Source: an optimization exercise on an open RTL-to-GDS flow (aim: small area). Production flows keep margins and buffers that such runs may drop.
Only simulation tests tie the RTL to the original design; equivalence was not proved.
Power figures rest on the tool's default switching activity, not on a simulated workload.

==> design/flow/design.v <==
module id_stage_pipe #(
    parameter int XLEN      = 32,
    parameter int NREG      = 32,
    parameter int WB_BYPASS = 1
) (
    input  logic            clk,
    input  logic            rst,
    input  logic            if_valid,
    input  logic [31:0]     if_inst,
    input  logic [XLEN-1:0] if_pc,
    output logic            id_ready,
    input  logic            ex_flush,
    input  logic            wb_we,
    input  logic [4:0]      wb_rd,
    input  logic [XLEN-1:0] wb_data,
    output logic            ex_valid,
    output logic [XLEN-1:0] ex_pc,
    output logic [4:0]      ex_rs1,
    output logic [4:0]      ex_rs2,
    output logic [4:0]      ex_rd,
    output logic [XLEN-1:0] ex_rs1_data,
    output logic [XLEN-1:0] ex_rs2_data,
    output logic [XLEN-1:0] ex_imm,
    output logic [3:0]      ex_alu_ctrl,
    output logic [2:0]      ex_funct3,
    output logic            ex_regwrite,
    output logic            ex_memread,
    output logic            ex_memwrite,
    output logic            ex_alusrc,
    output logic            ex_memtoreg,
    output logic            ex_branch,
    output logic            ex_illegal
);
    localparam logic [6:0] OP_R = 7'b0110011, OP_I = 7'b0010011, OP_LD = 7'b0000011;
    localparam logic [6:0] OP_ST = 7'b0100011, OP_BR = 7'b1100011, OP_LUI = 7'b0110111;
    localparam logic [3:0] ALU_ADD = 4'd0, ALU_SUB = 4'd1, ALU_AND = 4'd2, ALU_OR = 4'd3;
    localparam logic [3:0] ALU_SLT = 4'd4, ALU_SLTU = 4'd5, ALU_XOR = 4'd6, ALU_SLL = 4'd7;
    localparam logic [3:0] ALU_SRL = 4'd8, ALU_SRA = 4'd9, ALU_PASSB = 4'd10;
    localparam logic [2:0] C_OTH = 3'd0, C_R = 3'd1, C_I = 3'd2, C_SH = 3'd3;
    localparam logic [2:0] C_LD = 3'd4, C_ST = 3'd5, C_BR = 3'd6, C_LUI = 3'd7;
    logic [31:0] rf_q [1:31];
    logic        v_q;
    logic [31:0] pc_q;
    logic [31:7] in_q;
    logic [2:0]  cls_q, cls_d;
    logic [6:0]  opc;
    logic [4:0]  rs1, rs2;
    logic        use1, use2, hz;
    assign opc = if_inst[6:0];
    assign rs1 = if_inst[19:15];
    assign rs2 = if_inst[24:20];
    always_comb begin
        use1 = 1'b0;
        use2 = 1'b0;
        cls_d = C_OTH;
        case (opc)
            OP_R:   begin use1 = 1'b1; use2 = 1'b1; cls_d = C_R; end
            OP_I:   begin use1 = 1'b1; cls_d = (if_inst[13:12] == 2'b01) ? C_SH : C_I; end
            OP_LD:  begin use1 = 1'b1; cls_d = C_LD; end
            OP_ST:  begin use1 = 1'b1; use2 = 1'b1; cls_d = C_ST; end
            OP_BR:  begin use1 = 1'b1; use2 = 1'b1; cls_d = C_BR; end
            OP_LUI: cls_d = C_LUI;
            default: ;
        endcase
    end
    assign hz = ex_memread && ex_rd != 5'd0 && if_valid &&
                ((use1 && rs1 == ex_rd) || (use2 && rs2 == ex_rd));
    assign id_ready = ex_flush || !hz;
    always_ff @(posedge clk) begin
        v_q   <= if_valid && !(rst || ex_flush || hz);
        pc_q  <= if_pc;
        in_q  <= if_inst[31:7];
        cls_q <= cls_d;
    end
    logic [31:0] wd;
    assign wd = rst ? 32'd0 : wb_data;
    always_ff @(posedge clk) begin
        for (int i = 1; i < 32; i++)
            if (rst || (wb_we && wb_rd == 5'(i))) rf_q[i] <= wd;
    end
    logic [2:0] f3;
    logic [6:0] f7;
    logic       is_r, is_i, is_sh, is_ld, is_st, is_br, is_lui, is_oth, bad;
    assign f3 = in_q[14:12];
    assign f7 = in_q[31:25];
    assign is_r   = cls_q == C_R;
    assign is_i   = cls_q == C_I;
    assign is_sh  = cls_q == C_SH;
    assign is_ld  = cls_q == C_LD;
    assign is_st  = cls_q == C_ST;
    assign is_br  = cls_q == C_BR;
    assign is_lui = cls_q == C_LUI;
    assign is_oth = cls_q == C_OTH;
    assign bad = is_oth ||
                 (is_r && !(f7 == 7'b0 || (f7 == 7'b0100000 && (f3 == 3'b000 || f3 == 3'b101)))) ||
                 (is_sh && !(f7 == 7'b0 || (f3[2] && f7 == 7'b0100000))) ||
                 (is_br && f3[1]);
    function automatic logic [3:0] f3_alu(input logic [2:0] f);
        case (f)
            3'b000:  f3_alu = ALU_ADD;
            3'b001:  f3_alu = ALU_SLL;
            3'b010:  f3_alu = ALU_SLT;
            3'b011:  f3_alu = ALU_SLTU;
            3'b100:  f3_alu = ALU_XOR;
            3'b101:  f3_alu = ALU_SRL;
            3'b110:  f3_alu = ALU_OR;
            default: f3_alu = ALU_AND;
        endcase
    endfunction
    always_comb begin
        ex_alu_ctrl = ALU_ADD;
        if (!bad) begin
            if (is_r)
                ex_alu_ctrl = f7[5] ? (f3[2] ? ALU_SRA : ALU_SUB) : f3_alu(f3);
            else if (is_i || is_sh)
                ex_alu_ctrl = (is_sh && f3[2] && f7[5]) ? ALU_SRA : f3_alu(f3);
            else if (is_br)
                ex_alu_ctrl = ALU_SUB;
            else if (is_lui)
                ex_alu_ctrl = ALU_PASSB;
        end
    end
    assign ex_valid    = v_q;
    assign ex_illegal  = v_q && bad;
    assign ex_regwrite = v_q && !bad && (is_r || is_i || is_sh || is_ld || is_lui);
    assign ex_memread  = v_q && is_ld;
    assign ex_memtoreg = v_q && is_ld;
    assign ex_memwrite = v_q && is_st;
    assign ex_alusrc   = v_q && !bad && (is_i || is_sh || is_ld || is_st || is_lui);
    assign ex_branch   = v_q && !bad && is_br;
    assign ex_pc     = pc_q;
    assign ex_rd     = in_q[11:7];
    assign ex_funct3 = in_q[14:12];
    assign ex_rs1    = in_q[19:15];
    assign ex_rs2    = in_q[24:20];
    always_comb begin
        case (cls_q)
            C_I, C_LD: ex_imm = {{20{in_q[31]}}, in_q[31:20]};
            C_SH:      ex_imm = {27'd0, in_q[24:20]};
            C_ST:      ex_imm = {{20{in_q[31]}}, in_q[31:25], in_q[11:7]};
            C_BR:      ex_imm = {{20{in_q[31]}}, in_q[7], in_q[30:25], in_q[11:8], 1'b0};
            C_LUI:     ex_imm = {in_q[31:12], 12'd0};
            default:   ex_imm = 32'd0;
        endcase
    end
    always_comb begin
        ex_rs1_data = 32'd0;
        ex_rs2_data = 32'd0;
        for (int i = 1; i < 32; i++) begin
            ex_rs1_data = ex_rs1_data | (rf_q[i] & {32{ex_rs1 == 5'(i)}});
            ex_rs2_data = ex_rs2_data | (rf_q[i] & {32{ex_rs2 == 5'(i)}});
        end
    end
endmodule
==> design/flow/run.sh <==
#!/bin/bash
# synth_recipe.tcl (not shown) runs the flow's synth.tcl, then flattens the netlist and writes it again
# the make line also repeats each setting of config.mk as NAME=value (left out here)
make -C /OpenROAD-flow-scripts/flow DESIGN_CONFIG=/design/flow/config.mk WORK_HOME=/design/flow/orfs CLKGATE_MAP_FILE= SYNTH_SCRIPT=/design/flow/synth_recipe.tcl finish
==> design/flow/config.mk <==
export PLATFORM = sky130hd
export DESIGN_NAME = id_stage_pipe
export DESIGN_NICKNAME = id_stage_pipe
export VERILOG_FILES = /design/flow/design.v
export SDC_FILE = /design/flow/constraint.sdc
export NUM_CORES = 4
export LEC_CHECK = 0
export CAP_MARGIN = 20
export CORE_MARGIN = 2
export CORE_UTILIZATION = 40
export SLEW_MARGIN = 20
==> design/flow/constraint.sdc <==
create_clock -name core_clock -period 4.5 [get_ports {clk}]
set_input_delay 0.9000 -clock core_clock [delete_from_list [all_inputs] [get_ports {clk}]]
set_output_delay 0.9000 -clock core_clock [all_outputs]
set_load 0.01 [all_outputs]
==> run summary, run 1 <==
clk sinks approximately 1100; largest net degree at the start of global routing 50; All-Layer GR Usage just under 40%; dominant cell type by area after synthesis edfxtp_1; share of the synthesized area in the top cell type about two thirds; most frequent cells in the layout edfxtp_1 (992), a22oi_1 (665), and3_1 (383); num rows around 120; drt pass-1 iters 13; H-Tree Depth 3; first-pass GRT wire length roughly 320000 µm; worst hold start if_inst[9]; clock skew roughly 3.6 ps; die height 341 µm; Post-synth EDFFs ~1000; Hold Path End in_q[9]$_DFF_P_; WP data required 3600 ps; DP Area roughly 53000 µm²; Non-Filler Instances approximately 5400; hold path cells 1; Slew HR a little over a fifth; synthesized flop and latch total 1053; CTS Hold Buffers Added 0; CP Launch Type flop; vias in the first global route between 30000 and 40000; Mapped Cells ~3300; gpl congestion between 1 and 1.5; Post-Syn Area roughly 45000 µm²; I/O Buffers approximately 260; Period minus WS final between 4000 and 5000 ps; Cell Pwr Density around 420 nW/µm²; placed insts around 5100; commonest non-fill, non-tap cell in the layout edfxtp_1; crit-path max FO 12; maximum clock insertion buffer count 3; RR Endpoint v_q$_DFF_P_; Post-Layout Inst Area ~58000 µm²; peak supply drop around 0.00031 V; Async SR Flop Fraction 0%; dpl hpwl 140000 µm; endpoints failing setup 9; Clock transition at path regs roughly 60 ps; reasons for failing layout checks negative setup slack; actual slew at the worst max-slew pin 1180 ps; crit end category output port; final worst path period share 101%; net count after synthesis approximately 3400; die area between 100000 and 150000 µm²; core box area 113000 µm²; Avg Cell Area, Syn 13.9 µm²; vias per cell ~7.6; status finished with violations; Setup WS post-layout -62.4 ps; Final Hold Fails 0; Total Routed Length approximately 240000 µm; reg2reg path depth 6; Seq/Total Area, Yosys between 60 and 70%; Initial Util around two fifths; top_reg_cell synth edfxtp_1; unrepaired setup endpoints after global routing false; clk latency of the worst-skew pair between 700 and 800 ps; final net count 3859; Critical Path AT about 3700 ps; Area contributors post-synth edfxtp_1 (66%), a22oi_1 (11%), and3_1 (5.3%); crit path kind flop to output port; wire per inst approximately 45 µm; io pins approximately 270; Hold Worst Slack approximately 610 ps; worst slack, placed 70.4 ps; Routed Antenna Nets 0; number of max-cap violations 0; Static Leak between 20 and 25 nW; worst setup path startpoint in_q[20]$_DFF_P_; max-slew violation count 0; Hold WC Path Type input pin to flop; final core utilization 51.7%; initial drt markers ~11000; Die Span X ~340 µm; Fmax ~220 MHz; drt drc 0; root buffer cell clkbuf_16; Vias between 40000 and 50000; share of layout cells above drive strength 1 20.6%; Distinct cells, synth between 60 and 70; CTS tree built; Synth-to-Final Area Change 28.0%; Syn. warnings 2; grt total ovfl 0; initial antenna violation count 16; cts bufs inserted 112; RR Startpoint cls_q[1]$_DFF_P_; setup TNS -263 ps; Pwr Total around 25 mW; R2R setup slack approximately 2600 ps
## routing by layer
metal  track usage, %  vias up  part of all wire [%]
li1                 -    14600                     -
met1             50.1    19600                    33
met2             55.1     5073                    40
met3             17.3     1410                    18
met4             25.6        6                   8.5
met5                0        -                 0.031
## synthesized netlist by cell type (all sizes together) (45+ instances only)
cell type / number
nand4: 108
and2: 45
nor2b: 49
edfxtp: 992
a22oi: 667
nand3: 172
and3: 385
dfxtp: 61
clkbuf: 219
nand2: 85
buf: 61
or4: 65
a2111oi: 127
## critical path, stage by stage (launching register included)
cell	delay (ps)
dfxtp_4	370
buf_12	160
nand3b_1	210
buf_12	170
nor2_4	510
buf_4	310
buf_4	250
a22oi_1	120
nand4_1	110
or4_1	140
clkdlybuf4s50_1	550
## what timing repair did
action | CTS | global route
endpoints found under the setup margin | 64 | 35
cloned | 3 | 2
endpoints found under the hold margin | 0 | 0
setup buffers | 59 | 14
pin swaps | 17 | 5
gates resized for setup | 200 | 63
## cell type report
type / count / area (µm²)
clock buffers: 127 / 2940
clock inverters: 83 / 967
inverters: 6 / 22.5
diodes: 13 / 32.5
fillers: 9456 / 54400
well taps: 1500 / 1880
multi-input cells: 1938 / 14500
repair buffers: 642 / 6830
flip-flops and latches: 1053 / 31000
## cell families (layout without fill, tap and decap cells)
group	count (synthesis)	after routing	share of synthesized area [%]
simple gates	1004	1007	13.0
flops	1053	1053	68.2
other cells	0	13	0
buf+inv	286	858	2.78
mux	9	9	0.204
compound gates	909	909	15.6
xor+xnor	13	13	0.250
## report_power, final
| part | leakage [nW] | switching [mW] | internal, mW |
|---|---|---|---|
| sequential | 10.1 | 0.582 | 11.6 |
| combinational | 9.70 | 1.61 | 0.831 |
| clock | 1.87 | 4.14 | 5.75 |
| total | 21.7 | 6.33 | 18.2 |
## worst max-delay path by stage
stage | to | slack, ps | cells after the start
final | ex_rs2_data[27] | -60 | 10
after global routing | ex_rs2_data[26] | 0.8 | 10
after CTS | ex_rs1_data[11] | -20 | 7
after detailed placement | ex_rs2_data[12] | 70 | 7
after global placement | ex_rs2_data[14] | 70 | 8
after floorplan | rf_q[24][0]$_DFFE_PP_ | -40 | 4
## flip-flops by register name, summed over array words and instances (netlist names)
| signal | flops |
|---|---|
| rf_q | 992 |
| pc_q | 32 |
| in_q | 25 |
| cls_q | 3 |
| v_q | 1 |
==> run 2: changes to the inputs <==
--- a/design/flow/design.v
+++ b/design/flow/design.v
@@ -145,10 +145,35 @@
     end
+    logic [31:0] s1, s2;
+    logic [31:0] rfz [32];
+    logic [31:0] n1 [11], n2 [11];
     always_comb begin
-        ex_rs1_data = 32'd0;
-        ex_rs2_data = 32'd0;
-        for (int i = 1; i < 32; i++) begin
-            ex_rs1_data = ex_rs1_data | (rf_q[i] & {32{ex_rs1 == 5'(i)}});
-            ex_rs2_data = ex_rs2_data | (rf_q[i] & {32{ex_rs2 == 5'(i)}});
+        for (int i = 0; i < 32; i++) begin
+            s1[i] = ex_rs1 == 5'(i);
+            s2[i] = ex_rs2 == 5'(i);
+        end
+        rfz[0] = 32'd0;
+        for (int i = 1; i < 32; i++) rfz[i] = rf_q[i];
+    end
+    for (genvar g = 0; g < 11; g++) begin : grp
+        for (genvar b = 0; b < 32; b++) begin : bit_
+            if (g < 10) begin : full
+                id_sel3 u1 (.d({rfz[3*g+3][b], rfz[3*g+2][b], rfz[3*g+1][b]}), .s(s1[3*g+3:3*g+1]), .y_n(n1[g][b]));
+                id_sel3 u2 (.d({rfz[3*g+3][b], rfz[3*g+2][b], rfz[3*g+1][b]}), .s(s2[3*g+3:3*g+1]), .y_n(n2[g][b]));
+            end else begin : part
+                assign n1[g][b] = ~(rfz[31][b] & s1[31]);
+                assign n2[g][b] = ~(rfz[31][b] & s2[31]);
+            end
         end
     end
+    always_comb begin
+        ex_rs1_data = ~((n1[0] & n1[1] & n1[2] & n1[3]) & (n1[4] & n1[5] & n1[6] & n1[7]) & (n1[8] & n1[9] & n1[10]));
+        ex_rs2_data = ~((n2[0] & n2[1] & n2[2] & n2[3]) & (n2[4] & n2[5] & n2[6] & n2[7]) & (n2[8] & n2[9] & n2[10]));
+    end
 endmodule
+module id_sel3 (
+    input  logic [2:0] d,
+    input  logic [2:0] s,
+    output logic       y_n
+);
+    assign y_n = ~|(d & s);
+endmodule
--- a/design/flow/config.mk
+++ b/design/flow/config.mk
@@ -11 +11,3 @@
 export SLEW_MARGIN = 20
+export SYNTH_HIERARCHICAL = 1
+export SYNTH_MINIMUM_KEEP_SIZE = 0
==> run 2 against run 1 <==
  * Still fails the layout checks on negative setup slack
  * Global-route usage decreased by 10 points
  * Wire length decreased by 32%
  * Combinational power decreased by 16%
  * Core utilization fell by 0.13 points
  * Critical path depth decreased by 3
  * Highest routed layer unchanged
  * Non-clock buffer count shrank 161
  * Sequential share of layout area grew 5.7 points
  * Power down 5.6%
==> run summary, run 2 <==
Initial Util 40.4% (+0.048 points); io pins 265 (unchanged); net count after synthesis 2405 (-29%); final net count 2966 (-23%); combinational power share 8.8% (-1.1 points); Internal Power 17.6 mW (-3.6%); CTS tree built; Vias 31600 (-22%); Period minus WS final 4520 ps (-44.7 ps); Synth-to-Final Area Change 27.5%; met1 Usage GRT 39.4% (-11 points); Non-Filler Instances 4321 (-19%); most used routing layer in global routing met2; status finished with violations; Async SR Flop Fraction 0% (unchanged); max-slew violation count 0 (unchanged); Fmax 221 MHz (+0.99%); initial drt markers 9175 (-13%); CP Launch Type flop; Mapped Cells 2299 (-30%); Post-Syn Area 41200 µm² (-9.3%); final worst path period share 100% (-0.99 points); R2R setup slack 2730 ps (+160 ps); commonest non-fill, non-tap cell in the layout edfxtp_1; GR Util met2 44.5% (-11 points); core box area 102000 µm² (-9.4%); share of the synthesized area in the top cell type 72.2% (+6.7 points); num rows 117 (-4.9%); Max stage delay on crit path 760 ps (+210 ps); top cells by instance count after synthesis edfxtp_1 (992), a222oi_1 (640), nand4_1 (132), nand2_1 (88), nor2_1 (76); reg2reg path depth 5 (-1); RR Endpoint v_q$_DFF_P_; WP data required 3600 ps (about the same); placed insts 4053 (-20%); Hold Worst Slack 634 ps (+25.0 ps); Hold WC Path Type input pin to flop; Clock Power Share 39.0% (-1.3 points); initial antenna violation count 9 (-7); clk latency of the worst-skew pair 690 ps (-40 ps); crit path kind flop to output port; slowest CP cell nor2_4; Post-synth EDFFs 992 (unchanged); root buffer cell clkbuf_16; maximum clock insertion buffer count 3 (unchanged); dpl hpwl 95100 µm (-32%); drt drc 0 (unchanged); endpoints failing setup 2 (-7); Cell Pwr Density 441 nW/µm² (+4.5%); clock skew 9.82 ps (+6.22 ps); Area contributors post-synth edfxtp_1 (72%), a222oi_1 (16%), dfxtp_1 (3.0%); met3 Use GR 7.89% (-9.4 points); DP Area 48000 µm² (-8.9%); dominant cell type by area after synthesis edfxtp_1; All-Layer GR Usage 29.4% (-10 points); Largest regs rf_q (992), pc_q (32), in_q (25); worst hold start if_pc[12]; Final Hold Fails 0 (unchanged); Syn. warnings 15 (+13); Avg Cell Area, Syn 17.9 µm² (+29%); gpl congestion 0.918 (-9.2%); I/O Buffers 264 (unchanged); Pwr Total 23.2 mW (-5.6%); RR Startpoint cls_q[1]$_DFF_P_; die height 325 µm (-4.7%); cts bufs inserted 107 (-4.5%); clk sinks 1053 (unchanged); H-Tree Depth 3 (unchanged); largest net degree at the start of global routing 65 (+30%); Hold Path End pc_q[12]$_DFF_P_; drt pass-1 iters 13 (unchanged); Sw Ratio 24.2% (-1.6 points); Post-Layout Inst Area 52600 µm² (-9.7%); Critical Path AT 3620 ps (-40 ps); vias per cell 7.31 (-3.7%); CTS Hold Buffers Added 0 (unchanged); synthesized flop and latch total 1053 (unchanged); CP cell instances or2_4 -> nor2_4 -> buf_6 -> a222oi_1 -> nand2_1 -> a2111o_1 -> clkdlybuf4s50_1; number of max-cap violations 0 (unchanged); Largest Register rf_q; count leader, synth edfxtp_1; first-pass GRT wire length 225000 µm (-29%); number of flip-flops in the largest register 992 (unchanged); Flop pwr share 52.2% (+2.4 points); most frequent cells in the layout edfxtp_1 (992), a222oi_1 (640), clkdlybuf4s50_1 (212); die area 106000 µm² (-9.2%); share of layout cells above drive strength 1 18.1% (-2.5 points); Setup WS post-layout -17.8 ps (+44.7 ps); hold path cells 1 (unchanged); Die Span X 325 µm (-4.7%); crit end category output port; worst setup path startpoint in_q[19]$_DFF_P_; actual slew at the worst max-slew pin 1150 ps (-35.3 ps); Total Routed Length 162000 µm (-32%); unrepaired setup endpoints after global routing true; top_reg_cell synth edfxtp_1; Distinct cells, synth 52 (-20%); Sw Pwr 5.61 mW (-11%); grt total ovfl 0 (unchanged); peak supply drop 0.000346 V (+10%); Slew HR 23.5% (+2.6 points); crit-path max FO 23 (+11); wire per inst 37.4 µm (-16%); Static Leak 18.1 nW (-17%); fill cell total of the finished layout 8308 (-12%); Seq/Total Area, Yosys 75.2% (+7.0 points); Routed Antenna Nets 0 (unchanged); Clock transition at path regs 60 ps (about the same); # diodes 0 (-13); vias in the first global route 30300 (-20%); reasons for failing layout checks negative setup slack; worst slack, placed 182 ps (+112 ps)
==> run 2: changes by cell type after synthesis, moves of 64 or more <==
cell       delta
clkbuf_1    -190
a2111oi_0   -110
a22oi_1     -666
nand3_1     -167
a222oi_1    +621
or4_1        -64
and3_1      -384
==> run 2: logic make-up after synthesis <==
family | share of synthesized area [%]
buf+inv | 0.446
flops | 75.2
xor+xnor | 0.255
compound gates | 18.9
simple gates | 5.06
mux | 0.121
==> run 2: routing by layer <==
metal	share of wire, %	wire, µm	vias to the layer above
met5	0.062	101	-
met4	5.7	9200	12
met2	44	71200	3064
li1	-	-	12300
met1	35	56700	15700
met3	15	24600	479
==> run 2: worst max path at each step <==
stage                            endpoint  slack, ps  cells after the start
after global placement    ex_rs2_data[26]        260                      7
after floorplan           ex_rs2_data[21]        940                      6
after global routing      ex_rs1_data[19]        -40                      9
after detailed placement  ex_rs2_data[26]        180                      7
final                     ex_rs1_data[19]        -20                      7
after CTS                 ex_rs2_data[26]        -50                      8
==> run 2: cell type report <==
type	count	area [µm²]	area share [%]
clock buffers	135	2830	5.37
clock inverters	67	731	1.39
multi-input cells	1210	11000	21.0
flip-flops and latches	1053	31000	59.0
inverters	7	26.3	0.0500
well taps	1368	1710	3.25
repair buffers	481	5250	9.99
==> run 2: worst max-delay path, delay by kind of cell, from the launching register on <==
kind | cells | cell delay [ps]
compound gates | 2 | 400
buf+inv | 2 | 890
simple gates | 3 | 1240
flops | 1 | 370
==> run 2: power groups by stage <==
stage	clock network, mW	registers, mW	logic, mW
final	9.04	12.1	2.05
after global routing	9.50	12.2	2.09
after CTS	9.10	12.1	2.00
after detailed placement	0	12.3	1.95
after global placement	0	12.2	1.94
after floorplan	0	12.1	0.740
==> run 2: per-module statistics from Yosys, one instance, submodules excluded <==
module,flip-flops and latches,times used,cell area [µm²]
id_stage_pipe,1053,1,34800
id_sel3,0,640,10.0
==> run 2: through the flow <==
step | TNS [ps] | utilization (%)
6_report | -18.8 | 51.5
5_1_grt | -48.1 | 51.5
4_1_cts | -181 | 51.1
3_5_place_dp | 0 | 47.0
3_3_place_gp | 0 | 47.0
2_1_floorplan | 0 | -
==> run 2: timing repair <==
item	4_1_cts	5_1_grt
gates cloned	10	0
resized for setup	70	41
pin swaps	61	75
setup endpoints to repair	64	48
setup buffers	39	18
==> run 3: changes to the inputs <==
==> design/flow/flow/run.sh (new file) <==
#!/bin/bash
# Own flow: the standard layout (standard.sh, unchanged synthesis and steps), except that
# the port buffers that global placement inserts on every input and output are buf_1 cells.
set -euo pipefail
cd "$(dirname "$0")/.."
export BUFFER_PORTS_ARGS="-buffer_cell sky130_fd_sc_hd__buf_1"
bash standard.sh finish > orfs_make.log 2>&1
==> design/flow/standard.sh (new file) <==
#!/bin/bash
# synth_recipe.tcl (not shown) runs the flow's synth.tcl, then flattens the netlist and writes it again
# the make line also repeats each setting of config.mk as NAME=value (left out here)
make -C /OpenROAD-flow-scripts/flow DESIGN_CONFIG=/design/flow/config.mk WORK_HOME=/design/flow/orfs CLKGATE_MAP_FILE= SYNTH_SCRIPT=/design/flow/synth_recipe.tcl "${@:-finish}"
--- a/design/flow/config.mk
+++ b/design/flow/config.mk
@@ -9,3 +9,5 @@
 export CORE_MARGIN = 2
-export CORE_UTILIZATION = 40
+export CORE_UTILIZATION = 55
+export CTS_CLUSTER_DIAMETER = 90
+export CTS_CLUSTER_SIZE = 25
 export SLEW_MARGIN = 20
removed: design/flow/run.sh
==> run 3 against run 2 <==
  * Still fails the layout checks on negative setup slack
  * Register-to-register slack worse by 110 ps
  * Fmax fell by 0.20%
  * Synthesized cell count did not move
  * Sequential power about the same
  * Highest routed layer unchanged
  * Die area shrank 27%
  * First-iteration DRC count decreased by 0.63%
  * Wire length increased by 0.90%
  * Final cell count shrank 14%
  * Critical path type unchanged
  * Largest cell class unchanged
  * Final area decreased by 10%
  * Clock power fell by 42%
  * Combinational power shrank 17%
  * Core utilization rose by 12 points
==> run summary, run 3 <==
status finished with violations; reasons for failing layout checks negative setup slack; io pins 265 (unchanged); dpl hpwl 102000 µm (+6.9%); All-Layer GR Usage 41.2% (+12 points); Hold WC Path Type input pin to flop; WP data required 3600 ps (about the same); Period minus WS final 4530 ps (+9.17 ps); Slew HR 21.1% (-2.4 points); root buffer cell clkbuf_16; Post-Syn Area 41200 µm² (unchanged); Total Routed Length 163000 µm (+0.90%); Final Hold Fails 0 (unchanged); number of max-cap violations 0 (unchanged); Clock transition at path regs 100 ps (+40 ps); Setup WS post-layout -26.9 ps (-9.17 ps); crit path kind flop to output port; dominant cell type by area after synthesis edfxtp_1; CP cell instances nand2_1 -> nor2_4 -> buf_4 -> a222oi_1 -> nand4_1 -> a2111o_1 -> buf_1; CTS tree built; num rows 100 (-15%); Avg Cell Area, Syn 17.9 µm² (unchanged); synthesized flop and latch total 1053 (unchanged); Async SR Flop Fraction 0% (unchanged); core box area 74300 µm² (-27%); Seq/Total Area, Yosys 75.2% (unchanged); net count after synthesis 2405 (unchanged); vias in the first global route 30000 (-0.88%); drt drc 0 (unchanged); final net count 2835 (-4.4%); gpl congestion 0.945 (+3.0%); Pwr Total 19.0 mW (-18%); worst slack, placed 616 ps (+434 ps); actual slew at the worst max-slew pin 1180 ps (+37.0 ps); I/O Buffers 264 (unchanged); Largest Register rf_q; grt total ovfl 0 (unchanged); commonest non-fill, non-tap cell in the layout edfxtp_1; CP top delay family simple AND/OR/NAND/NOR gates; maximum clock insertion buffer count 3 (unchanged); count leader, synth edfxtp_1; top_reg_cell synth edfxtp_1; Area contributors post-synth edfxtp_1 (72%), a222oi_1 (16%), dfxtp_1 (3.0%); clk latency of the worst-skew pair 640 ps (-50 ps); largest net degree at the start of global routing 54 (-17%); fill cell total of the finished layout 5337 (-36%); setup TNS -28.7 ps (-9.90 ps); slowest CP cell nor2_4; clock skew 5.40 ps (-4.42 ps); drt pass-1 iters 15 (+2); first-pass GRT wire length 222000 µm (-1.3%); number of flip-flops in the largest register 992 (unchanged); Max stage delay on crit path 770 ps (about the same); peak supply drop 0.000284 V (-18%); initial antenna violation count 5 (-4); Worst Path Buf+Inv 2 (unchanged); Initial Util 55.5% (+15 points); endpoints failing setup 2 (unchanged); placed insts 3632 (-10%); die height 278 µm (-15%); Mapped Cells 2299 (unchanged); unrepaired setup endpoints after global routing false; CTS Hold Buffers Added 0 (unchanged); Largest regs rf_q (992), pc_q (32), in_q (25); Post-synth EDFFs 992 (unchanged); initial drt markers 9117 (-0.63%); Non-Filler Instances 3727 (-14%); top cells by instance count after synthesis edfxtp_1 (992), a222oi_1 (640), nand4_1 (132), nand2_1 (88), nor2_1 (76); share of layout cells above drive strength 1 13.0% (-5.1 points); Synth-to-Final Area Change 14.8%; Distinct cells, synth 52 (unchanged); Reg area 31000 µm² (about the same); Cell Pwr Density 401 nW/µm² (-8.9%); Critical Path AT 3630 ps (about the same); Routed Antenna Nets 0 (unchanged); CP Launch Type flop; Vias 31200 (-1.1%); Syn. warnings 15 (unchanged); crit-path max FO 18 (-22%); max-slew violation count 0 (unchanged); crit end category output port; vias per cell 8.38 (+15%); H-Tree Depth 2 (-1); multi-input combinational cell area 10900 µm² (-0.82%); final worst path period share 101% (+0.20 points); cts bufs inserted 49 (-54%); Die Span X 278 µm (-15%); most frequent cells in the layout edfxtp_1 (992), a222oi_1 (640), buf_1 (263); Fmax 221 MHz (-0.20%); share of the synthesized area in the top cell type 72.2% (unchanged); clk sinks 1053 (unchanged); Static Leak 15.6 nW (-14%); die area 77200 µm² (-27%); wire per inst 43.8 µm (+17%)
[run 3: cell types whose count changed in the layout (fill, tap and decap cells not counted), moves of 28 or more]
cell	previous run	this run
buf_1	0	263
clkdlybuf4s50_1	212	0
clkbuf_16	109	51
dlymetal6s2s_1	30	0
buf_4	138	109
buf_12	72	44
[run 3: report_power, final]
part	internal (mW)	switching, mW	leakage, nW
Sequential	11.6	0.452	10.1
Clock	2.18	3.02	0.692
Combinational	0.465	1.25	4.77
[run 3: through the flow]
step           hold slack, ps  instance area (µm²)  utilization (%)
2_1_floorplan             679                41200                -
3_3_place_gp              770                45600             61.3
3_5_place_dp              787                45600             61.4
4_1_cts                   319                47100             63.3
5_1_grt                   320                47300             63.7
6_report                  334                47300             63.7
[run 3: layout make-up]
| cell class | instances | area share, % |
|---|---|---|
| well taps | 969 | 2.56 |
| diodes | 2 | 0.0106 |
| multi-input cells | 1201 | 23.1 |
| repair buffers | 417 | 5.69 |
| clock inverters | 7 | 0.193 |
| flip-flops and latches | 1053 | 65.5 |
| inverters | 7 | 0.0555 |
| clock buffers | 71 | 2.86 |
[run 3: cell families (layout without fill, tap and decap cells)]
group / Yosys count / after routing / synth area share, %
and+or+nand+nor: 392 / 393 / 5.06
xor gates and xnor gates: 12 / 12 / 0.255
muxes: 5 / 5 / 0.121
buffers and inverters: 46 / 502 / 0.446
AOI/OAI and AO/OA: 791 / 791 / 18.9
other: 0 / 2 / 0
DFF: 1053 / 1053 / 75.2
[run 3: metal layers]
layer / up-vias / share of wire, % / GRT usage (%)
met3: 558 / 16 / 12.0
met4: 6 / 6.6 / 23.5
li1: 12000 / - / -
met5: - / 0.021 / 0.563
met1: 15400 / 34 / 55.3
met2: 3249 / 43 / 60.4
[run 3: per-module statistics from Yosys, one instance, submodules excluded]
module         cells  area [µm²]
id_sel3            1        10.0
id_stage_pipe   1659       34800
[run 3: worst paths after layout]
check	from	end	slack [ps]	cells past startpoint
setup / recovery	in_q[18]$_DFF_P_	ex_rs1_data[0]	-30	7
hold / removal	if_pc[14]	pc_q[14]$_DFF_P_	330	1
setup reg to reg	cls_q[0]$_DFF_P_	v_q$_DFF_P_	2620	5
hold reg to reg	in_q[7]$_DFF_P_	v_q$_DFF_P_	860	3
[run 3: repair_timing]
item | CTS | global route
resized for setup | 3 | 6
pin swaps | 3 | 7
cloned | 0 | 1
setup buffers | 2 | 11
endpoints found under the setup margin | 9 | 37
endpoints found under the hold margin | 0 | 0
==> run 4: changes to the inputs <==
--- a/design/flow/design.v
+++ b/design/flow/design.v
@@ -43,4 +43,7 @@
     logic [31:0] pc_q;
-    logic [31:7] in_q;
+    logic [6:0]  f7_q;           
+    logic [7:0]  lo_q;           
     logic [2:0]  cls_q, cls_d;
+    logic [3:0]  a1_q, a2_q;     
+    logic [7:0]  b1_q, b2_q;     
     logic [6:0]  opc;
@@ -71,4 +74,9 @@
         pc_q  <= if_pc;
-        in_q  <= if_inst[31:7];
+        f7_q  <= if_inst[31:25];
+        lo_q  <= if_inst[14:7];
         cls_q <= cls_d;
+        a1_q  <= 4'b1 << rs1[1:0];
+        b1_q  <= 8'b1 << rs1[4:2];
+        a2_q  <= 4'b1 << rs2[1:0];
+        b2_q  <= 8'b1 << rs2[4:2];
     end
@@ -83,4 +91,4 @@
     logic       is_r, is_i, is_sh, is_ld, is_st, is_br, is_lui, is_oth, bad;
-    assign f3 = in_q[14:12];
-    assign f7 = in_q[31:25];
+    assign f3 = lo_q[7:5];
+    assign f7 = f7_q;
     assign is_r   = cls_q == C_R;
@@ -131,13 +139,15 @@
     assign ex_pc     = pc_q;
-    assign ex_rd     = in_q[11:7];
-    assign ex_funct3 = in_q[14:12];
-    assign ex_rs1    = in_q[19:15];
-    assign ex_rs2    = in_q[24:20];
+    assign ex_rd     = lo_q[4:0];
+    assign ex_funct3 = lo_q[7:5];
+    assign ex_rs1    = {b1_q[7] | b1_q[6] | b1_q[5] | b1_q[4], b1_q[7] | b1_q[6] | b1_q[3] | b1_q[2],
+                        b1_q[7] | b1_q[5] | b1_q[3] | b1_q[1], a1_q[3] | a1_q[2], a1_q[3] | a1_q[1]};
+    assign ex_rs2    = {b2_q[7] | b2_q[6] | b2_q[5] | b2_q[4], b2_q[7] | b2_q[6] | b2_q[3] | b2_q[2],
+                        b2_q[7] | b2_q[5] | b2_q[3] | b2_q[1], a2_q[3] | a2_q[2], a2_q[3] | a2_q[1]};
     always_comb begin
         case (cls_q)
-            C_I, C_LD: ex_imm = {{20{in_q[31]}}, in_q[31:20]};
-            C_SH:      ex_imm = {27'd0, in_q[24:20]};
-            C_ST:      ex_imm = {{20{in_q[31]}}, in_q[31:25], in_q[11:7]};
-            C_BR:      ex_imm = {{20{in_q[31]}}, in_q[7], in_q[30:25], in_q[11:8], 1'b0};
-            C_LUI:     ex_imm = {in_q[31:12], 12'd0};
+            C_I, C_LD: ex_imm = {{20{f7_q[6]}}, f7_q, ex_rs2};
+            C_SH:      ex_imm = {27'd0, ex_rs2};
+            C_ST:      ex_imm = {{20{f7_q[6]}}, f7_q, lo_q[4:0]};
+            C_BR:      ex_imm = {{20{f7_q[6]}}, lo_q[0], f7_q[5:0], lo_q[4:1], 1'b0};
+            C_LUI:     ex_imm = {f7_q, ex_rs2, ex_rs1, lo_q[7:5], 12'd0};
             default:   ex_imm = 32'd0;
@@ -150,4 +160,4 @@
         for (int i = 0; i < 32; i++) begin
-            s1[i] = ex_rs1 == 5'(i);
-            s2[i] = ex_rs2 == 5'(i);
+            s1[i] = a1_q[i % 4] & b1_q[i / 4];
+            s2[i] = a2_q[i % 4] & b2_q[i / 4];
         end
--- a/design/flow/config.mk
+++ b/design/flow/config.mk
@@ -9,5 +9,3 @@
 export CORE_MARGIN = 2
-export CORE_UTILIZATION = 55
-export CTS_CLUSTER_DIAMETER = 90
-export CTS_CLUSTER_SIZE = 25
+export CORE_UTILIZATION = 40
 export SLEW_MARGIN = 20
==> run 4 against run 3 <==
  * Now clean on timing, DRC and antenna
  * Critical endpoint is now ex_rs1_data[16]
  * Combinational power hardly changed
  * Sequential power about the same
  * Critical path type unchanged
  * Final area up 4.3%
  * Largest cell class unchanged
  * Power is 21% higher
  * Worst setup slack gained 91 ps
  * Wire length down 4.3%
==> run summary, run 4 <==
final net count 2948 (+4.0%); final worst path period share 98.6% (-2.0 points); Post-CTS Setup Inserts 0 (-2); multi-input combinational cell area 10500 µm² (-3.9%); Area contributors post-synth edfxtp_1 (72%), a222oi_1 (15%), dfxtp_1 (3.6%); Pwr Total 23.1 mW (+21%); Die Span X 326 µm (+17%); clk sinks 1067 (+1.3%); max-slew violation count 0 (unchanged); clock skew 8.84 ps (+3.44 ps); Critical Path AT 3540 ps (-90 ps); status finished clean; dominant cell type by area after synthesis edfxtp_1; count leader, synth edfxtp_1; dpl hpwl 95000 µm (-6.6%); maximum clock insertion buffer count 3 (unchanged); Largest Register rf_q; Period minus WS final 4440 ps (-90.6 ps); top cells by instance count after synthesis edfxtp_1 (992), a222oi_1 (640), nand4_1 (132), a21oi_1 (77), dfxtp_1 (75); Synth-to-Final Area Change 18.7%; drt drc 0 (unchanged); gpl congestion 0.936 (-1.0%); share of the synthesized area in the top cell type 71.6% (-0.59 points); synthesized flop and latch total 1067 (+1.3%); CTS Hold Buffers Added 0 (unchanged); Total Routed Length 156000 µm (-4.3%); Non-Filler Instances 4315 (+16%); R2R setup slack 2720 ps (+100 ps); fill cell total of the finished layout 8906 (+67%); Post-synth EDFFs 992 (unchanged); number of max-cap violations 0 (unchanged); Final Hold Fails 0 (unchanged); endpoints failing setup 0 (-2); Distinct cells, synth 53 (+1.9%); Max stage delay on crit path 590 ps (-180 ps); root buffer cell clkbuf_16; Initial Util 40.2% (-15 points); CP cell instances and2_1 -> buf_4 -> a222oi_1 -> nand4_1 -> a21oi_1 -> nand4_1 -> buf_1; Routed Antenna Nets 0 (unchanged); vias per cell 7.23 (-14%); largest net degree at the start of global routing 37 (-31%); Reg area 31300 µm² (+0.89%); All-Layer GR Usage 28.2% (-13 points); core box area 103000 µm² (+39%); commonest non-fill, non-tap cell in the layout edfxtp_1; first-pass GRT wire length 218000 µm (-1.8%); vias in the first global route 29900 (-0.33%); top_reg_cell synth edfxtp_1; grt total ovfl 0 (unchanged); drt pass-1 iters 14 (-1); clk latency of the worst-skew pair 720 ps (+80 ps); Vias 31200 (-0.12%); most frequent cells in the layout edfxtp_1 (992), a222oi_1 (640), buf_1 (263); Fmax 225 MHz (+2.0%); share of layout cells above drive strength 1 13.4% (+0.40 points); H-Tree Depth 3 (+1); # diodes 0 (-2); WP data required 3600 ps (about the same); CP top delay family simple AND/OR/NAND/NOR gates; CP Launch Type flop; unrepaired setup endpoints after global routing false; Mapped Cells 2347 (+2.1%); die area 107000 µm² (+38%); I/O Buffers 264 (unchanged); CTS tree built; die height 326 µm (+17%); placed insts 4110 (+13%); net count after synthesis 2453 (+2.0%); initial antenna violation count 0 (-5); Avg Cell Area, Syn 17.7 µm² (-1.2%); Clock transition at path regs 60 ps (-40 ps); Syn. warnings 15 (unchanged); crit-path max FO 22 (+4); Static Leak 15.8 nW (+1.8%); Slew HR 18.4% (-2.7 points); setup TNS 0 ps (+28.7 ps); wire per inst 36.2 µm (-17%); Post-Syn Area 41600 µm² (+0.82%); Cell Pwr Density 467 nW/µm² (+16%); Worst Path Buf+Inv 2 (unchanged); num rows 118 (+18%); Most Frequent Cell on Critical Path nand4_1; peak supply drop 0.000287 V (+1.1%); Async SR Flop Fraction 0% (unchanged); number of flip-flops in the largest register 992 (unchanged); crit path kind flop to output port; Hold WC Path Type input pin to flop; actual slew at the worst max-slew pin 1220 ps (+40.6 ps); Seq/Total Area, Yosys 75.3% (about the same); crit end category output port; io pins 265 (unchanged); initial drt markers 8877 (-2.6%); cts bufs inserted 110 (+120%); Largest regs rf_q (992), pc_q (32); slowest CP cell and2_1
-- run 4: cell type report --
type / count / area share, %
clock inverter: 78 / 1.59
multi-input combinational: 1238 / 21.3
sequential: 1067 / 63.4
tap: 1380 / 3.50
timing repair buffer: 416 / 4.46
clock buffer: 127 / 5.71
inverter: 9 / 0.0684
-- run 4: what timing repair did --
| item | 4_1_cts | 5_1_grt |
|---|---|---|
| endpoints found under the setup margin | 0 | 3 |
| hold endpoints to repair | 0 | 0 |
| gates resized for setup | 0 | 1 |
-- run 4: routing by layer --
layer  GRT usage [%]  up-vias  part of all wire [%]
li1                -    12300                     -
met1            39.0    15600                    36
met2            42.7     2904                    45
met3            6.58      346                    14
met4            12.6        0                   4.5
met5               0        -                     0
-- run 4: metrics by stage --
stage               util [%]  instance area, µm²  hold slack [ps]  worst slack, ps
global route            47.8               49400              249             3.65
finish                  47.8               49400              273             63.7
floorplan                  -               41600              749            -39.7
global placement        44.2               45700              873              893
detailed placement      44.2               45700              895              894
CTS                     47.7               49300              234              124
-- run 4: cell families (layout without fill, tap and decap cells) --
| kind of cell | after synthesis | count (layout) | share of synthesized area (%) |
|---|---|---|---|
| AO/OA/AOI/OAI | 775 | 775 | 17.3 |
| AND/OR/NAND/NOR | 449 | 449 | 6.69 |
| XOR/XNOR | 12 | 12 | 0.253 |
| multiplexers | 2 | 2 | 0.0481 |
| buffers and inverters | 42 | 630 | 0.442 |
| flip-flops | 1067 | 1067 | 75.3 |
-- run 4: where the power goes --
part	internal, mW	total, mW	switching, mW
registers	11.8	12.2	0.457
clock network	5.23	9.13	3.89
logic	0.419	1.70	1.28
total	17.4	23.1	5.63
-- run 4: worst reg2reg max path, delay by kind of cell, from the launching register on --
kind / cells / cell delay, ps
flip-flops: 1 / 650
AND/OR/NAND/NOR: 2 / 670
AO/OA/AOI/OAI: 2 / 340
-- run 4: modules after synthesis (local to each module, per instance) --
| module | copies in the design | cell area [µm²] |
|---|---|---|
| id_stage_pipe | 1 | 35200 |
| id_sel3 | 640 | 10.0 |
-- run 4: final timing paths --
check                           start  depth (start not counted)          endpoint
setup / recovery   a1_q[1]$_SDFF_PP0_                          7   ex_rs1_data[16]
hold reg to reg       lo_q[0]$_DFF_P_                          2       v_q$_DFF_P_
hold / removal              if_pc[21]                          1  pc_q[21]$_DFF_P_
setup reg to reg  cls_q[2]$_SDFF_PN0_                          4       v_q$_DFF_P_
==> run 5: changes to the inputs <==
--- a/design/flow/config.mk
+++ b/design/flow/config.mk
@@ -10,2 +10,4 @@
 export CORE_UTILIZATION = 40
+export CTS_CLUSTER_DIAMETER = 90
+export CTS_CLUSTER_SIZE = 25
 export SLEW_MARGIN = 20
==> run 5 against run 4 <==
  * Clock power decreased by 39%
  * Final area is 4.1% lower
  * Synthesized cell count unchanged
  * Combinational power is essentially flat
  * Critical path depth stayed put
  * Sequential power barely moved
  * Die area unchanged
  * Via count fell by 1.3%
  * Final cell count down 2.8%
  * Power decreased by 16%
  * Largest power group unchanged
  * Clock-buffer cell count is 58 lower
  * Global-route usage down 0.41 points
==> run summary, run 5 <==
net count after synthesis 2453 (unchanged); R2R setup slack 2700 ps (-20 ps); Largest Register rf_q; Total Routed Length 154000 µm (-1.2%); Die Span X 326 µm (unchanged); DP Area 45700 µm² (unchanged); Avg Cell Area, Syn 17.7 µm² (unchanged); Post-Syn Area 41600 µm² (unchanged); CP Launch Type flop; io pins 265 (unchanged); Slew HR 17.2% (-1.2 points); CP cell instances and2_1 -> buf_4 -> a222oi_1 -> nand4_1 -> a21oi_1 -> nand4_1 -> buf_1; Mapped Cells 2347 (unchanged); cts bufs inserted 52 (-53%); dominant cell type by area after synthesis edfxtp_1; Cell Pwr Density 410 nW/µm² (-12%); I/O Buffers 264 (unchanged); Vias 30800 (-1.3%); fill cell total of the finished layout 9045 (+1.6%); Synth-to-Final Area Change 13.8%; worst hold start if_pc[5]; Syn. warnings 15 (unchanged); Setup WS post-layout 83.0 ps (+19.3 ps); initial antenna violation count 1 (+1); final net count 2890 (-2.0%); combinational power share 8.7% (+1.3 points); Static Leak 14.8 nW (-6.3%); num rows 118 (unchanged); Post-Layout Inst Area 47300 µm² (-4.1%); share of layout cells above drive strength 1 10.6% (-2.8 points); final core utilization 45.8% (-2.0 points); gpl congestion 0.936 (unchanged); Initial Util 40.2% (unchanged); unrepaired setup endpoints after global routing false; Routed Antenna Nets 0 (unchanged); Post-CTS Setup Inserts 0 (unchanged); Internal Power 14.4 mW (-17%); Non-Filler Instances 4195 (-2.8%); most frequent cells in the layout edfxtp_1 (992), a222oi_1 (640), buf_1 (263); Clock transition at path regs 100 ps (+40 ps); Largest regs rf_q (992), pc_q (32); top cells by instance count after synthesis edfxtp_1 (992), a222oi_1 (640), nand4_1 (132), a21oi_1 (77), dfxtp_1 (75); Async SR Flop Fraction 0% (unchanged); largest net degree at the start of global routing 37 (unchanged); drt drc 0 (unchanged); dpl hpwl 95000 µm (unchanged); critical path depth 7 (unchanged); max-slew violation count 0 (unchanged); Sw Ratio 25.7% (+1.2 points); Hold WC Path Type input pin to flop; CP top delay family simple AND/OR/NAND/NOR gates; CTS tree built; Fmax 226 MHz (+0.44%); CTS Hold Buffers Added 0 (unchanged); Critical Path AT 3520 ps (-20 ps); crit end category output port; vias per cell 7.34 (+1.5%); number of max-cap violations 0 (unchanged); Distinct cells, synth 53 (unchanged); die area 107000 µm² (unchanged); number of flip-flops in the largest register 992 (unchanged); WP data required 3600 ps (about the same); maximum clock insertion buffer count 3 (unchanged); worst slack, placed 894 ps (unchanged); Reg area 31300 µm² (unchanged); All-Layer GR Usage 27.8% (-0.41 points); synthesized flop and latch total 1067 (unchanged); vias in the first global route 29300 (-1.9%); share of the synthesized area in the top cell type 71.6% (unchanged); slowest CP cell and2_1; Worst Path Buf+Inv 2 (unchanged); wire per inst 36.8 µm (+1.7%); crit path kind flop to output port; hold path cells 1 (unchanged); status finished clean; grt total ovfl 0 (unchanged); Flop pwr share 62.8% (+9.8 points); initial drt markers 8595 (-3.2%); Post-synth EDFFs 992 (unchanged); Clock Power Share 28.5% (-11 points); clk latency of the worst-skew pair 680 ps (-40 ps); placed insts 4110 (unchanged); peak supply drop 0.000314 V (+9.6%); Final Hold Fails 0 (unchanged); drt pass-1 iters 14 (unchanged); actual slew at the worst max-slew pin 1240 ps (+18.1 ps); root buffer cell clkbuf_16; post-CTS resize count 0 (unchanged); Max stage delay on crit path 590 ps (about the same); clk sinks 1067 (unchanged); H-Tree Depth 2 (-1); Sw Pwr 4.99 mW (-11%); core box area 103000 µm² (unchanged); Period minus WS final 4420 ps (-19.3 ps); commonest non-fill, non-tap cell in the layout edfxtp_1; first-pass GRT wire length 216000 µm (-1.3%); endpoints failing setup 0 (unchanged); count leader, synth edfxtp_1; final worst path period share 98.2% (-0.43 points); top_reg_cell synth edfxtp_1; Area contributors post-synth edfxtp_1 (72%), a222oi_1 (15%), dfxtp_1 (3.6%); crit-path max FO 22 (unchanged); RR Startpoint cls_q[2]$_SDFF_PN0_; reg2reg path depth 4 (unchanged); die height 326 µm (unchanged); Seq/Total Area, Yosys 75.3% (unchanged); clock skew 6.58 ps (-2.26 ps); RR Endpoint v_q$_DFF_P_; Hold Path End pc_q[5]$_DFF_P_; Most Frequent Cell on Critical Path nand4_1; multi-input combinational cell area 10500 µm² (about the same)
run 5: cell counts after synthesis:
No cell type changed its count.
run 5: how the worst max path moves through the flow:
stage	startpoint	slack (ps)	endpoint
after CTS	a2_q[3]$_SDFF_PN0_	170	ex_rs2_data[11]
after detailed placement	wb_rd[1]	890	rf_q[11][27]$_DFFE_PP_
after global routing	a1_q[2]$_SDFF_PN0_	20	ex_rs1_data[5]
after floorplan	wb_rd[3]	-40	rf_q[24][0]$_DFFE_PP_
final	a1_q[1]$_SDFF_PP0_	80	ex_rs1_data[24]
after global placement	a1_q[0]$_SDFF_PP0_	890	ex_rs1_data[0]
run 5: routing by layer:
metal	global-route usage, %	up-vias	share of wire [%]
li1	-	12100	-
met1	38.5	15400	36
met2	42.6	2899	45
met3	6.02	337	15
met4	11.7	0	4.5
met5	0	-	0
run 5: cells by family after synthesis:
kind of cell              count (synthesis)  share of synthesized area, %
DFF                                    1067                          75.3
AOI/OAI and AO/OA                       775                          17.3
and+or+nand+nor                         449                          6.69
buffers and inverters                    42                         0.442
xor gates and xnor gates                 12                         0.253
muxes                                     2                        0.0481
run 5: cell type report:
cell class                      count  area share (%)
Sequential cell                  1067            66.1
Multi-Input combinational cell   1238            22.2
Timing Repair Buffer              416            4.66
Tap cell                         1380            3.65
Clock buffer                       69            2.88
Clock inverter                     15           0.431
Inverter                            9          0.0714
Antenna cell                        1         0.00529
run 5: stage by stage:
step	TNS [ps]	total power [mW]	hold WS [ps]
2_1_floorplan	-2500	13.0	749
3_3_place_gp	0	14.0	873
3_5_place_dp	0	14.1	895
4_1_cts	0	19.4	229
5_1_grt	0	19.9	242
6_report	0	19.4	260
run 5: per-module statistics from Yosys (local to each module, per instance):
module | flip-flops and latches | area, µm² | copies in the design
id_stage_pipe | 1067 | 35200 | 1
id_sel3 | 0 | 10.0 | 640
run 5: worst register-to-register path: stages (launching register included):
cell and delay, ps:
dfxtp_1 660, nand2_1 190, nor3_1 500, o211a_1 260, a21oi_1 80
run 5: power groups by stage:
| stage | combinational, mW | clock [mW] | sequential [mW] |
|---|---|---|---|
| after floorplan | 0.724 | 0 | 12.3 |
| after global placement | 1.64 | 0 | 12.3 |
| after detailed placement | 1.66 | 0 | 12.4 |
| after CTS | 1.66 | 5.60 | 12.2 |
| after global routing | 1.75 | 5.92 | 12.3 |
| final | 1.70 | 5.53 | 12.2 |
==> run 6: changes to the inputs <==
--- a/design/flow/config.mk
+++ b/design/flow/config.mk
@@ -9,3 +9,3 @@
 export CORE_MARGIN = 2
-export CORE_UTILIZATION = 40
+export CORE_UTILIZATION = 55
 export CTS_CLUSTER_DIAMETER = 90
==> run 6 against run 5 <==
  * Clock-buffer cell count grew 8
  * Sequential share of layout area increased by 0.96 points
  * Final cell count shrank 10%
  * Register-to-register slack gained 210 ps
  * Die area fell by 27%
  * Clock power shrank 6.0%
  * First-iteration DRC count shrank 2.4%
  * Largest cell class unchanged
  * Global-route usage is 8.6 points higher
  * Via count decreased by 1.7%
  * Still clean
  * Wire length down 5.2%
  * Synthesized area did not move
==> run summary, run 6 <==
Total Routed Length 146000 µm (-5.2%); drt drc 0 (unchanged); Slew HR 18.9% (+1.7 points); net count after synthesis 2453 (unchanged); clock skew 12.3 ps (+5.75 ps); commonest non-fill, non-tap cell in the layout edfxtp_1; initial antenna violation count 1 (unchanged); Mapped Cells 2347 (unchanged); Worst Path Buf+Inv 2 (unchanged); Most Frequent Cell on Critical Path nand4_1; R2R setup slack 2910 ps (+210 ps); maximum clock insertion buffer count 3 (unchanged); synthesized flop and latch total 1067 (unchanged); CP cell instances and2_1 -> buf_4 -> a222oi_1 -> nand4_1 -> a21oi_1 -> nand4_1 -> buf_1; grt total ovfl 0 (unchanged); combinational power share 8.7% (about the same); final core utilization 62.5% (+17 points); dominant cell type by area after synthesis edfxtp_1; vias in the first global route 28500 (-2.7%); slowest CP cell a21oi_1; Cell Pwr Density 408 nW/µm² (-0.54%); top cells by instance count after synthesis edfxtp_1 (992), a222oi_1 (640), nand4_1 (132), a21oi_1 (77), dfxtp_1 (75); Hold WC Path Type input pin to flop; endpoints failing setup 0 (unchanged); wire per inst 38.8 µm (+5.6%); Critical Path AT 3490 ps (-30 ps); share of the synthesized area in the top cell type 71.6% (unchanged); Largest Register rf_q; initial drt markers 8388 (-2.4%); H-Tree Depth 2 (unchanged); WP data required 3600 ps (about the same); Seq/Total Area, Yosys 75.3% (unchanged); clk sinks 1067 (unchanged); largest net degree at the start of global routing 37 (unchanged); die height 279 µm (-15%); count leader, synth edfxtp_1; core box area 74700 µm² (-28%); top_reg_cell synth edfxtp_1; Die Span X 279 µm (-15%); Syn. warnings 15 (unchanged); unrepaired setup endpoints after global routing false; cts bufs inserted 49 (-5.8%); Area contributors post-synth edfxtp_1 (72%), a222oi_1 (15%), dfxtp_1 (3.6%); crit end category output port; die area 77800 µm² (-27%); post-CTS resize count 0 (unchanged); share of layout cells above drive strength 1 9.79% (-0.80 points); Vias 30300 (-1.7%); dpl hpwl 88500 µm (-6.9%); I/O Buffers 264 (unchanged); Max stage delay on crit path 520 ps (-70 ps); num rows 100 (-15%); Sw Ratio 24.7% (-0.93 points); CP top delay family compound AO/OA/AOI/OAI gates; Avg Cell Area, Syn 17.7 µm² (unchanged); crit-path max FO 13 (-41%); CTS tree built; Clock transition at path regs 100 ps (about the same); # diodes 0 (-1); Internal Power 14.3 mW (-0.74%); Initial Util 55.7% (+15 points); most frequent cells in the layout edfxtp_1 (992), a222oi_1 (640), buf_1 (263); vias per cell 8.03 (+9.5%); crit path kind flop to output port; All-Layer GR Usage 36.5% (+8.6 points); Flop pwr share 64.0% (+1.2 points); peak supply drop 0.000356 V (+13%); actual slew at the worst max-slew pin 1220 ps (-25.8 ps); final worst path period share 97.6% (-0.60 points); Post-CTS Setup Inserts 0 (unchanged); Post-Syn Area 41600 µm² (unchanged); drt pass-1 iters 15 (+1); Async SR Flop Fraction 0% (unchanged); Fmax 228 MHz (+0.62%); clk latency of the worst-skew pair 630 ps (-50 ps); gpl congestion 0.974 (+4.1%); CP Launch Type flop; Period minus WS final 4390 ps (-27.0 ps); Final Hold Fails 0 (unchanged); Largest regs rf_q (992), pc_q (32); Distinct cells, synth 53 (unchanged); Clock Power Share 27.3% (-1.2 points); Static Leak 14.7 nW (-0.77%); max-slew violation count 0 (unchanged); io pins 265 (unchanged); first-pass GRT wire length 204000 µm (-5.4%); Synth-to-Final Area Change 12.2%; final net count 2872 (-0.62%); Sw Pwr 4.71 mW (-5.5%); root buffer cell clkbuf_16; Post-synth EDFFs 992 (unchanged); Routed Antenna Nets 0 (unchanged); CTS Hold Buffers Added 0 (unchanged); status finished clean; number of max-cap violations 0 (unchanged); Hold Worst Slack 332 ps (+71.7 ps); number of flip-flops in the largest register 992 (unchanged)
## run 6: cell counts after synthesis
No cell type changed its count.
## run 6: logic make-up after synthesis
group                     Yosys count  share of synthesized area, %
AOI/OAI and AO/OA                 775                          17.3
xor gates and xnor gates           12                         0.253
buffers and inverters              42                         0.442
DFF                              1067                          75.3
muxes                               2                        0.0481
and+or+nand+nor                   449                          6.69
## run 6: power groups by stage
stage               clock [mW]  sequential [mW]  combinational, mW
floorplan                    0             12.3              0.724
global placement             0             12.3               1.58
detailed placement           0             12.4               1.60
CTS                       5.22             12.2               1.60
global route              5.55             12.3               1.70
finish                    5.20             12.2               1.65
## run 6: per-stage QoR
step / cell area (µm²) / worst slack [ps] / power [mW] / setup TNS (ps) / std cells
after detailed placement: 45200 / 938 / 14.0 / 0 / 3683
after global routing: 46700 / 121 / 19.5 / 0 / 3767
after CTS: 46600 / 238 / 19.0 / 0 / 3766
after floorplan: 41600 / -39.7 / 13.0 / -2500 / 2347
final: 46700 / 110 / 19.0 / 0 / 3767
after global placement: 45100 / 976 / 13.9 / 0 / 3683
## run 6: final cells by class
type / instances / area (µm²)
flip-flops and latches: 1067 / 31300
fillers: 5494 / 28000
multi-input cells: 1238 / 10500
repair buffers: 401 / 2170
clock buffers: 77 / 1370
well taps: 969 / 1210
clock inverters: 6 / 66.3
inverters: 9 / 33.8
## run 6: worst paths after layout
| path | cells past startpoint | end | from |
|---|---|---|---|
| min reg2reg | 2 | v_q$_DFF_P_ | lo_q[0]$_DFF_P_ |
| max reg2reg | 4 | v_q$_DFF_P_ | cls_q[2]$_SDFF_PN0_ |
| min | 1 | pc_q[26]$_DFF_P_ | if_pc[26] |
| max | 7 | ex_rs1_data[12] | b1_q[2]$_SDFF_PP0_ |
## run 6: per-module statistics from Yosys, one instance, submodules excluded
module,times used,cells,cell area [µm²],flops+latches
id_stage_pipe,1,1707,35200,1067
id_sel3,640,1,10.0,0
## run 6: metal layers
layer	share of wire (%)	global-route usage (%)
met5	0	0.188
met1	36	52.0
met3	15	7.77
met4	4.3	14.1
met2	45	55.5
==> run 7: changes to the inputs <==
--- a/design/flow/config.mk
+++ b/design/flow/config.mk
@@ -7,8 +7,8 @@
 export LEC_CHECK = 0
-export CAP_MARGIN = 20
+export CAP_MARGIN = 5
 export CORE_MARGIN = 2
-export CORE_UTILIZATION = 55
+export CORE_UTILIZATION = 40
 export CTS_CLUSTER_DIAMETER = 90
 export CTS_CLUSTER_SIZE = 25
-export SLEW_MARGIN = 20
+export SLEW_MARGIN = 5
 export SYNTH_HIERARCHICAL = 1
==> run 7 against run 6 <==
  * Via count is 0.98% higher
  * Worst setup slack worse by 17 ps
  * Global-route usage is 8.8 points lower
  * Combinational power is 2% higher
  * Critical endpoint is now ex_rs1_data[16]
  * Largest cell class unchanged
  * Clock-buffer cell count is 5 higher
  * Sequential cell count stayed put
  * Sequential power hardly changed
  * Highest routed layer is now met5
  * Register-to-register slack worse by 240 ps
  * Non-clock buffer count is 14 higher
  * Critical path depth stayed put
  * Power is 1.1% higher
==> run summary, run 7 <==
status finished clean; peak supply drop 0.000302 V (-15%); dominant cell type by area after synthesis edfxtp_1; final core utilization 45.7% (-17 points); Initial Util 40.2% (-15 points); clk sinks 1067 (unchanged); clk latency of the worst-skew pair 670 ps (+40 ps); slowest CP cell and2_1; Max stage delay on crit path 590 ps (+70 ps); top_reg_cell synth edfxtp_1; final net count 2887 (+0.52%); max-slew violation count 0 (unchanged); multiplexer area fraction after synthesis 0.0481% (unchanged); Fmax 227 MHz (-0.39%); root buffer cell clkbuf_16; Syn. warnings 15 (unchanged); fill cell total of the finished layout 9083 (+65%); Seq/Total Area, Yosys 75.3% (unchanged); WP data required 3600 ps (about the same); top cells by instance count after synthesis edfxtp_1 (992), a222oi_1 (640), nand4_1 (132), a21oi_1 (77), dfxtp_1 (75); wire per inst 36.7 µm (-5.6%); share of layout cells above drive strength 1 10.2% (+0.44 points); clock skew 6.51 ps (-5.82 ps); Critical Path AT 3510 ps (+20 ps); die height 326 µm (+17%); post-CTS resize count 0 (unchanged); die area 107000 µm² (+37%); Clock Power Share 27.9% (+0.6 points); Post-CTS Setup Inserts 0 (unchanged); Sw Ratio 25.6% (+0.86 points); endpoints failing setup 0 (unchanged); Largest regs rf_q (992), pc_q (32); CP cell instances and2_1 -> buf_4 -> a222oi_1 -> nand4_1 -> a21oi_1 -> nand4_1 -> buf_1; core box area 103000 µm² (+38%); dpl hpwl 94800 µm (+7.2%); Slew HR 13.4% (-5.5 points); H-Tree Depth 2 (unchanged); first-pass GRT wire length 214000 µm (+5.0%); DP Area 45700 µm² (+1.2%); most frequent cells in the layout edfxtp_1 (992), a222oi_1 (640), buf_1 (263); synthesized flop and latch total 1067 (unchanged); Area contributors post-synth edfxtp_1 (72%), a222oi_1 (15%), dfxtp_1 (3.6%); Post-Layout Inst Area 47200 µm² (+1.2%); vias in the first global route 29200 (+2.4%); number of max-cap violations 0 (unchanged); initial antenna violation count 3 (+2); Flop pwr share 63.4% (-0.6 points); Cell Pwr Density 408 nW/µm² (-0.11%); cts bufs inserted 50 (+2.0%); Die Span X 326 µm (+17%); multi-input combinational cell area 10500 µm² (-0.37%); Mapped Cells 2347 (unchanged); crit end category output port; Post-synth EDFFs 992 (unchanged); Post-Synth Simple-Gate Area 6.69% (unchanged); initial drt markers 8602 (+2.6%); Avg Cell Area, Syn 17.7 µm² (unchanged); CTS Hold Buffers Added 0 (unchanged); crit path kind flop to output port; io pins 265 (unchanged); actual slew at the worst max-slew pin 1290 ps (+70.7 ps); count leader, synth edfxtp_1; vias per cell 7.27 (-9.5%); CP top delay family simple AND/OR/NAND/NOR gates; Internal Power 14.3 mW (about the same); share of the synthesized area in the top cell type 71.6% (unchanged); number of flip-flops in the largest register 992 (unchanged); Synth-to-Final Area Change 13.6%; post-synthesis compound-gate area fraction 17.3% (unchanged); All-Layer GR Usage 27.7% (-8.8 points); unrepaired setup endpoints after global routing false; Sw Pwr 4.93 mW (+4.6%); gpl congestion 0.936 (-3.9%); crit-path max FO 22 (+9); drt drc 0 (unchanged); CP Launch Type flop; Distinct cells, synth 53 (unchanged); Largest Register rf_q; net count after synthesis 2453 (unchanged); R2R setup slack 2670 ps (-240 ps); I/O Buffers 264 (unchanged); maximum clock insertion buffer count 3 (unchanged); largest family of logic cells by synthesized area compound AO/OA/AOI/OAI gates; Most Frequent Cell on Critical Path nand4_1; XOR/XNOR share of the synthesized area 0.253% (unchanged); largest net degree at the start of global routing 37 (unchanged); drt pass-1 iters 14 (-1); Routed Antenna Nets 0 (unchanged); Static Leak 14.8 nW (+0.30%); num rows 118 (+18%); commonest non-fill, non-tap cell in the layout edfxtp_1; Clock transition at path regs 100 ps (about the same); Pwr Total 19.3 mW (+1.1%); grt total ovfl 0 (unchanged); Worst Path Buf+Inv 2 (unchanged); Total Routed Length 154000 µm (+5.4%); Post-Syn Area 41600 µm² (unchanged); Final Hold Fails 0 (unchanged); CTS tree built; Async SR Flop Fraction 0% (unchanged); Adder-Cell Fraction of Synth Area 0% (unchanged); Hold WC Path Type input pin to flop; Reg area 31300 µm² (unchanged); combinational power share 8.8% (about the same); Vias 30600 (+0.98%); Period minus WS final 4410 ps (+17.0 ps); final worst path period share 97.9% (+0.38 points)
## run 7: cell type report
type / count / share of cell area [%]
Clock buffer: 82 / 2.90
Antenna cell: 1 / 0.00530
Multi-Input combinational cell: 1238 / 22.2
Timing Repair Buffer: 415 / 4.63
Sequential cell: 1067 / 66.3
Inverter: 9 / 0.0715
Clock inverter: 12 / 0.289
Tap cell: 1380 / 3.66
## run 7: final timing paths
| kind | startpoint | endpoint | depth (start not counted) |
|---|---|---|---|
| min | if_pc[21] | pc_q[21]$_DFF_P_ | 1 |
| min reg2reg | lo_q[0]$_DFF_P_ | v_q$_DFF_P_ | 2 |
| max | a1_q[1]$_SDFF_PP0_ | ex_rs1_data[16] | 7 |
| max reg2reg | cls_q[2]$_SDFF_PN0_ | v_q$_DFF_P_ | 4 |
## run 7: modules after synthesis, one instance, submodules excluded
module / area [µm²] / copies in the design / cells inside
id_stage_pipe: 35200 / 1 / 1707
id_sel3: 10.0 / 640 / 1
## run 7: metrics by stage
stage               cells  TNS (ps)  worst slack [ps]  hold slack, ps
global route         4203         0              10.0             262
finish               4204         0              93.0             279
global placement     4109         0               893             873
detailed placement   4109         0               887             880
CTS                  4203         0               149             240
floorplan            2347     -2500             -39.7             749
## run 7: per-layer routing
layer | GRT usage (%) | wire length [µm] | vias up
met5 | 0 | 7 | -
met4 | 11.3 | 7040 | 2
met3 | 6.67 | 22100 | 344
met2 | 42.5 | 68900 | 2728
met1 | 38.0 | 56200 | 15400
li1 | - | - | 12100
## run 7: cell families after synthesis
| group | Yosys count |
|---|---|
| xor gates and xnor gates | 12 |
| and+or+nand+nor | 449 |
| AOI/OAI and AO/OA | 775 |
| buffers and inverters | 42 |
| DFF | 1067 |
| muxes | 2 |
## run 7: power groups by stage
stage | clock network, mW | registers, mW | logic [mW]
after detailed placement | 0 | 12.4 | 1.66
after global placement | 0 | 12.3 | 1.64
after CTS | 5.41 | 12.2 | 1.66
final | 5.36 | 12.2 | 1.69
after global routing | 5.72 | 12.3 | 1.74
after floorplan | 0 | 12.3 | 0.724

static timing again, ports no longer ideal:
Ports are ideal in the flow. The routed layouts listed here were re-timed in OpenROAD.
Step 1: set_driving_cell puts a clkbuf_16 on clk and a buf_2 on each other input, an assumption about the parent block.
Step 2 adds t to the input delays and takes it off the output delays; t is the mean of the earliest and latest rising clock arrival at the registers after step 1. Input paths then give back, and output paths get back, about the clock's delay inside the block.
Slacks: ideal ports / drivers / drivers and shift; pairs: ideal ports / drivers.
run | t (ns) | setup slack, ns | latest minus earliest clock arrival (ns) | cell pins on the clock port's net
run 1 | 0.790 | -0.062 / -0.133 / 0.494 | 0.045 / 0.044 | 1
run 2 | 0.758 | -0.018 / -0.084 / 0.674 | 0.031 / 0.031 | 1
run 3 | 0.702 | -0.027 / -0.092 / 0.610 | 0.027 / 0.028 | 1
run 4 | 0.762 | 0.064 / -0.008 / 0.753 | 0.059 / 0.059 | 1
run 5 | 0.772 | 0.083 / 0.010 / 0.783 | 0.057 / 0.057 | 1
run 6 | 0.712 | 0.110 / 0.038 / 0.750 | 0.038 / 0.038 | 1
run 7 | 0.756 | 0.093 / 0.021 / 0.777 | 0.049 / 0.049 | 1
